From an optimization exercise on the open Yosys and OpenROAD flow, aimed at small area, a short achievable clock period and few clock cycles; shortcuts taken in it are not production practice. In this exercise RTL edits were held to simulation tests only and were not proved equivalent to the original.

==> flow/design.v <==
package ipdc_pkg;
  typedef enum logic [2:0] {
    OP_LOAD    = 3'b000,
    OP_RIGHT   = 3'b001,
    OP_DOWN    = 3'b010,
    OP_DEFAULT = 3'b011,
    OP_ZOOM    = 3'b100,
    OP_LEFT    = 3'b101,
    OP_UP      = 3'b110,
    OP_NOP     = 3'b111
  } ipdc_op_e;
endpackage
module ipdc_img_buf (
  input  logic        i_clk,
  input  logic [15:0] i_wring,
  input  logic [23:0] i_wdata,
  input  logic [7:0]  i_rsel,
  input  logic [7:0]  i_psel,
  output logic [23:0] o_rd_data
);
  logic [63:0][23:0] fb;    
  logic [7:0][23:0]  rowd;
  always_ff @(posedge i_clk) begin
    for (int m = 0; m < 16; m++) begin
      fb[4*m+0] <= fb[4*m+1];
      fb[4*m+1] <= fb[4*m+2];
      fb[4*m+2] <= fb[4*m+3];
      fb[4*m+3] <= i_wring[m] ? i_wdata : fb[4*m+0];
    end
  end
  always_comb begin
    for (int r = 0; r < 8; r++) begin
      rowd[r] = '0;
      for (int c = 0; c < 8; c++)
        rowd[r] = rowd[r] | ({24{i_psel[c]}} & fb[r*8+c]);
    end
    o_rd_data = '0;
    for (int r = 0; r < 8; r++)
      o_rd_data = o_rd_data | ({24{i_rsel[r]}} & rowd[r]);
  end
endmodule
module ipdc_window_engine
#(
  parameter int unsigned DATA_W  = 24,
  parameter int unsigned IMG_DIM = 8,
  parameter int unsigned WIN_DIM = 4
) (
  input  logic              i_clk,
  input  logic              i_rst,
  input  logic              i_op_valid,
  input  logic [2:0]        i_op_mode,
  input  logic              i_in_valid,
  input  logic [DATA_W-1:0] i_in_data,
  output logic              o_in_ready,
  input  logic              i_out_ready,
  output logic              o_out_valid,
  output logic [DATA_W-1:0] o_out_data
);
  logic [4:0]  ro_q, co_q;
  logic        two_q;
  logic        act_q;
  logic [3:0]  n_q;
  logic [7:0]  rsel_q, csl_q, psel_q;
  logic        arr_q;
  logic [5:0]  acnt_q, wk_q;
  logic [3:0][23:0] dl_q;
  logic [3:0]  v_q;
  logic [1:0]  ph_q;
  logic        we_q;
  logic [3:0]  take_q;
  logic [15:0] wring_q;
  logic        skid_v_q;
  logic [23:0] skid_q;
  logic [23:0] out_sh_q;
  logic        accept, acc_load, acc_disp, rd_fire, arr_last, we;
  logic [4:0]  ro_nx, co_nx, r_inc, r_dec, c_inc, c_dec;
  logic        two_nx;
  logic [23:0] rd_data, wdata;
  logic        act_nx, arr_nx, skid_v_nx, rd_done_nx, ld_busy_nx;
  logic [3:0]  n_nx, v_nx, take_nx;
  logic        we_nx;
  logic [5:0]  wk_nx;
  logic [1:0]  ph_nx;
  logic [7:0]  rsel_nx, csl_nx, psel_nx;
  ipdc_img_buf u_img_buf (
    .i_clk     (i_clk),
    .i_wring   (wring_q),
    .i_wdata   (wdata),
    .i_rsel    (rsel_q),
    .i_psel    (psel_q),
    .o_rd_data (rd_data)
  );
  assign accept   = i_op_valid && o_in_ready;
  assign acc_load = accept && (i_op_mode == 3'b000);
  assign acc_disp = accept && (i_op_mode != 3'b000) && (i_op_mode != 3'b111);
  assign rd_fire  = act_q && !skid_v_q;
  assign arr_last = arr_q && i_in_valid && (acnt_q == 6'd63);
  assign we    = we_q;
  assign wdata = ({24{take_q[0]}} & dl_q[0]) | ({24{take_q[1]}} & dl_q[1]) |
                 ({24{take_q[2]}} & dl_q[2]) | ({24{take_q[3]}} & dl_q[3]);
  always_comb begin
    v_nx  = {v_q[2:0] & ~(take_q[2:0] & {3{we}}), arr_q && i_in_valid};
    wk_nx = acc_load ? 6'd0 : wk_q + 6'(we);
    ph_nx = acc_load ? 2'd3 : ph_q + 2'd1;
    take_nx = 4'b0000;
    if (v_nx[3])      take_nx = 4'b1000;
    else if (v_nx[2]) take_nx = 4'b0100;
    else if (v_nx[1]) take_nx = 4'b0010;
    else if (v_nx[0]) take_nx = 4'b0001;
    we_nx = (v_nx != 4'b0000) && (ph_nx == wk_nx[1:0]);
    arr_nx = acc_load || (arr_q && !arr_last);
    ld_busy_nx = arr_nx || ((v_nx != 4'b0000) && !((wk_nx == 6'd63) && (ph_nx == 2'd3)));
  end
  assign r_inc = (two_q ? ro_q[0] : !ro_q[4]) ? {ro_q[3:0], 1'b0} : ro_q;
  assign c_inc = (two_q ? co_q[0] : !co_q[4]) ? {co_q[3:0], 1'b0} : co_q;
  assign r_dec = ro_q[0] ? ro_q : {1'b0, ro_q[4:1]};
  assign c_dec = co_q[0] ? co_q : {1'b0, co_q[4:1]};
  always_comb begin
    ro_nx  = ro_q;
    co_nx  = co_q;
    two_nx = two_q;
    case (i_op_mode)
      3'b001: co_nx = c_inc;
      3'b101: co_nx = c_dec;
      3'b010: ro_nx = r_inc;
      3'b110: ro_nx = r_dec;
      3'b011: begin ro_nx = 5'b00001; co_nx = 5'b00001; two_nx = 1'b1; end
      3'b100: begin ro_nx = 5'b00100; co_nx = 5'b00100; two_nx = 1'b0; end
      default: ;
    endcase
  end
  always_comb begin
    rsel_nx = rsel_q;
    csl_nx  = csl_q;
    if (acc_disp) begin
      act_nx  = 1'b1;
      n_nx    = 4'd0;
      rsel_nx = {3'b000, ro_nx};
      csl_nx  = {3'b000, co_nx};
    end else if (rd_fire) begin
      act_nx = (n_q != 4'd15);
      n_nx   = n_q + 4'd1;
      if (n_q[1:0] == 2'd3) begin
        csl_nx  = {3'b000, co_q};
        rsel_nx = two_q ? {rsel_q[5:0], 2'b00} : {rsel_q[6:0], 1'b0};
      end else begin
        csl_nx  = two_q ? {csl_q[5:0], 2'b00} : {csl_q[6:0], 1'b0};
      end
    end else begin
      act_nx = act_q;
      n_nx   = n_q;
    end
    for (int h = 0; h < 2; h++)
      for (int p = 0; p < 4; p++)
        psel_nx[4*h+p] = csl_nx[4*h + ((p + int'(ph_nx)) % 4)];
    skid_v_nx  = (o_out_valid && !i_out_ready) && (skid_v_q || rd_fire);
    rd_done_nx = !act_nx || ((n_nx == 4'd15) && !skid_v_nx);
  end
  always_ff @(posedge i_clk) begin
    if (i_rst) begin
      o_in_ready  <= 1'b1;
      ro_q        <= 5'b00001;
      co_q        <= 5'b00001;
      two_q       <= 1'b1;
      act_q       <= 1'b0;
      arr_q       <= 1'b0;
      v_q         <= 4'b0000;
      we_q        <= 1'b0;
      wring_q     <= '0;
      skid_v_q    <= 1'b0;
      o_out_valid <= 1'b0;
    end else begin
      o_in_ready <= !ld_busy_nx && rd_done_nx;
      act_q      <= act_nx;
      arr_q      <= arr_nx;
      v_q        <= v_nx;
      we_q       <= we_nx;
      for (int m = 0; m < 16; m++) wring_q[m] <= we_nx && (wk_nx[5:2] == 4'(m));
      skid_v_q   <= skid_v_nx;
      if (!o_out_valid || i_out_ready)
        o_out_valid <= skid_v_q || rd_fire;
      if (acc_disp) begin
        ro_q  <= ro_nx;
        co_q  <= co_nx;
        two_q <= two_nx;
      end
    end
  end
  always_ff @(posedge i_clk) begin
    dl_q   <= {dl_q[2:0], i_in_data};
    ph_q   <= ph_nx;
    take_q <= take_nx;
    wk_q   <= wk_nx;
    n_q    <= n_nx;
    rsel_q <= rsel_nx;
    csl_q  <= csl_nx;
    psel_q <= psel_nx;
    if (acc_load) acnt_q <= '0;
    else if (arr_q && i_in_valid) acnt_q <= acnt_q + 6'd1;
    o_out_data <= (!o_out_valid || i_out_ready) ? (skid_v_q ? skid_q : rd_data) : out_sh_q;
    if ((!o_out_valid || i_out_ready) && (skid_v_q || rd_fire))
      out_sh_q <= skid_v_q ? skid_q : rd_data;
    if (rd_fire && o_out_valid && !i_out_ready)
      skid_q <= rd_data;
  end
endmodule
export LEC_CHECK = 0
export CAP_MARGIN = 20
export CORE_MARGIN = 2
export CORE_UTILIZATION = 55
export CTS_BUF_LIST = sky130_fd_sc_hd__clkbuf_8
export CTS_CLUSTER_DIAMETER = 45
export CTS_CLUSTER_SIZE = 16
export SETUP_SLACK_MARGIN = 3.0
export SLEW_MARGIN = 20
create_clock -name core_clock -period 5.5 [get_ports {i_clk}]
run.sh (not shown) runs the stock make flow with config.mk's settings and CLKGATE_MAP_FILE= SYNTH_SCRIPT=/design/flow/synth_recipe.tcl, a recipe that flattens the netlist after the stock synthesis.
Testbench counts at the start, summed over its fixed seeds: cycles 16,041.
Rerun with:
--- a/flow/design.v
+++ b/flow/design.v
@@ -12,7 +12,8 @@
 endpackage
 module ipdc_img_buf (
   input  logic        i_clk,
-  input  logic [15:0] i_wring,
+  input  logic        i_we,
+  input  logic [3:0]  i_wring,
   input  logic [23:0] i_wdata,
   input  logic [7:0]  i_rsel,
   input  logic [7:0]  i_psel,
@@ -25,7 +26,7 @@
       fb[4*m+0] <= fb[4*m+1];
       fb[4*m+1] <= fb[4*m+2];
       fb[4*m+2] <= fb[4*m+3];
-      fb[4*m+3] <= i_wring[m] ? i_wdata : fb[4*m+0];
+      fb[4*m+3] <= (i_we && i_wring == 4'(m)) ? i_wdata : fb[4*m+0];
     end
   end
   always_comb begin
@@ -66,25 +67,21 @@
   logic [3:0][23:0] dl_q;
   logic [3:0]  v_q;
   logic [1:0]  ph_q;
-  logic        we_q;
-  logic [3:0]  take_q;
-  logic [15:0] wring_q;
   logic        skid_v_q;
   logic [23:0] skid_q;
-  logic [23:0] out_sh_q;
   logic        accept, acc_load, acc_disp, rd_fire, arr_last, we;
   logic [4:0]  ro_nx, co_nx, r_inc, r_dec, c_inc, c_dec;
   logic        two_nx;
   logic [23:0] rd_data, wdata;
   logic        act_nx, arr_nx, skid_v_nx, rd_done_nx, ld_busy_nx;
-  logic [3:0]  n_nx, v_nx, take_nx;
-  logic        we_nx;
+  logic [3:0]  n_nx, v_nx, take;
   logic [5:0]  wk_nx;
   logic [1:0]  ph_nx;
   logic [7:0]  rsel_nx, csl_nx, psel_nx;
   ipdc_img_buf u_img_buf (
     .i_clk     (i_clk),
-    .i_wring   (wring_q),
+    .i_we      (we),
+    .i_wring   (wk_q[5:2]),
     .i_wdata   (wdata),
     .i_rsel    (rsel_q),
     .i_psel    (psel_q),
@@ -95,19 +92,20 @@
   assign acc_disp = accept && (i_op_mode != 3'b000) && (i_op_mode != 3'b111);
   assign rd_fire  = act_q && !skid_v_q;
   assign arr_last = arr_q && i_in_valid && (acnt_q == 6'd63);
-  assign we    = we_q;
-  assign wdata = ({24{take_q[0]}} & dl_q[0]) | ({24{take_q[1]}} & dl_q[1]) |
-                 ({24{take_q[2]}} & dl_q[2]) | ({24{take_q[3]}} & dl_q[3]);
   always_comb begin
-    v_nx  = {v_q[2:0] & ~(take_q[2:0] & {3{we}}), arr_q && i_in_valid};
+    take = 4'b0000;
+    if (v_q[3])      take = 4'b1000;
+    else if (v_q[2]) take = 4'b0100;
+    else if (v_q[1]) take = 4'b0010;
+    else if (v_q[0]) take = 4'b0001;
+    wdata = ({24{take[0]}} & dl_q[0]) | ({24{take[1]}} & dl_q[1]) |
+            ({24{take[2]}} & dl_q[2]) | ({24{take[3]}} & dl_q[3]);
+  end
+  assign we = (v_q != 4'b0000) && (ph_q == wk_q[1:0]);
+  always_comb begin
+    v_nx  = {v_q[2:0] & ~(take[2:0] & {3{we}}), arr_q && i_in_valid};
     wk_nx = acc_load ? 6'd0 : wk_q + 6'(we);
     ph_nx = acc_load ? 2'd3 : ph_q + 2'd1;
-    take_nx = 4'b0000;
-    if (v_nx[3])      take_nx = 4'b1000;
-    else if (v_nx[2]) take_nx = 4'b0100;
-    else if (v_nx[1]) take_nx = 4'b0010;
-    else if (v_nx[0]) take_nx = 4'b0001;
-    we_nx = (v_nx != 4'b0000) && (ph_nx == wk_nx[1:0]);
     arr_nx = acc_load || (arr_q && !arr_last);
     ld_busy_nx = arr_nx || ((v_nx != 4'b0000) && !((wk_nx == 6'd63) && (ph_nx == 2'd3)));
   end
@@ -165,8 +163,6 @@
       act_q       <= 1'b0;
       arr_q       <= 1'b0;
       v_q         <= 4'b0000;
-      we_q        <= 1'b0;
-      wring_q     <= '0;
       skid_v_q    <= 1'b0;
       o_out_valid <= 1'b0;
     end else begin
@@ -174,8 +170,6 @@
       act_q      <= act_nx;
       arr_q      <= arr_nx;
       v_q        <= v_nx;
-      we_q       <= we_nx;
-      for (int m = 0; m < 16; m++) wring_q[m] <= we_nx && (wk_nx[5:2] == 4'(m));
       skid_v_q   <= skid_v_nx;
       if (!o_out_valid || i_out_ready)
         o_out_valid <= skid_v_q || rd_fire;
@@ -189,7 +183,6 @@
   always_ff @(posedge i_clk) begin
     dl_q   <= {dl_q[2:0], i_in_data};
     ph_q   <= ph_nx;
-    take_q <= take_nx;
     wk_q   <= wk_nx;
     n_q    <= n_nx;
     rsel_q <= rsel_nx;
@@ -197,9 +190,8 @@
     psel_q <= psel_nx;
     if (acc_load) acnt_q <= '0;
     else if (arr_q && i_in_valid) acnt_q <= acnt_q + 6'd1;
-    o_out_data <= (!o_out_valid || i_out_ready) ? (skid_v_q ? skid_q : rd_data) : out_sh_q;
-    if ((!o_out_valid || i_out_ready) && (skid_v_q || rd_fire))
-      out_sh_q <= skid_v_q ? skid_q : rd_data;
+    if (!o_out_valid || i_out_ready)
+      o_out_data <= skid_v_q ? skid_q : rd_data;
     if (rd_fire && o_out_valid && !i_out_ready)
       skid_q <= rd_data;
   end
After rerunning: The new run completed with no timing, DRC or antenna violations. Core utilization climbs by 0.47 points. Hold slack gets worse by 12 ps. Register-to-register slack gets better by 30 ps. Area after synthesis drops by 2.5%. Wire length climbs by 2.9%. Via count drops by 1.4%. Global-route usage climbs by 0.85 points. Count of clock-buffer cells in the layout drops by 15.
Testbench counts after the change, summed over its fixed seeds: cycles 16,041.

-- re-timing with driven ports --
The flow's constraints put no driver on any port. The routed layouts listed below were extracted and timed again, unchanged, in two steps.
Step 1 assumes that a clkbuf_16 drives the clock port and a buf_2 every other input.
Step 2, shift: input delay + t, output delay - t, t = (earliest + latest rising clock arrival at the registers) / 2. This alone moves slack from input paths to output paths.
Three values: ideal, step 1, step 2; two values: the first two.
| run | shift t [ns] | slack for setup (ns) | latest minus earliest clock arrival (ns) | worst slew at a driven data input, ns | cell pins on the clock port's net |
|---|---|---|---|---|---|
| the first run | 0.909 | 2.997 / 2.932 / 2.220 | 0.049 / 0.048 | 0.07 | 1 |
| the second run | 0.911 | 2.895 / 2.830 / 2.230 | 0.047 / 0.047 | 0.12 | 1 |
After both steps setup and hold are still met in every run listed. For the first run, which loses most, drivers alone change the setup slack by -0.065 ns; drivers and shift together by -0.777 ns.
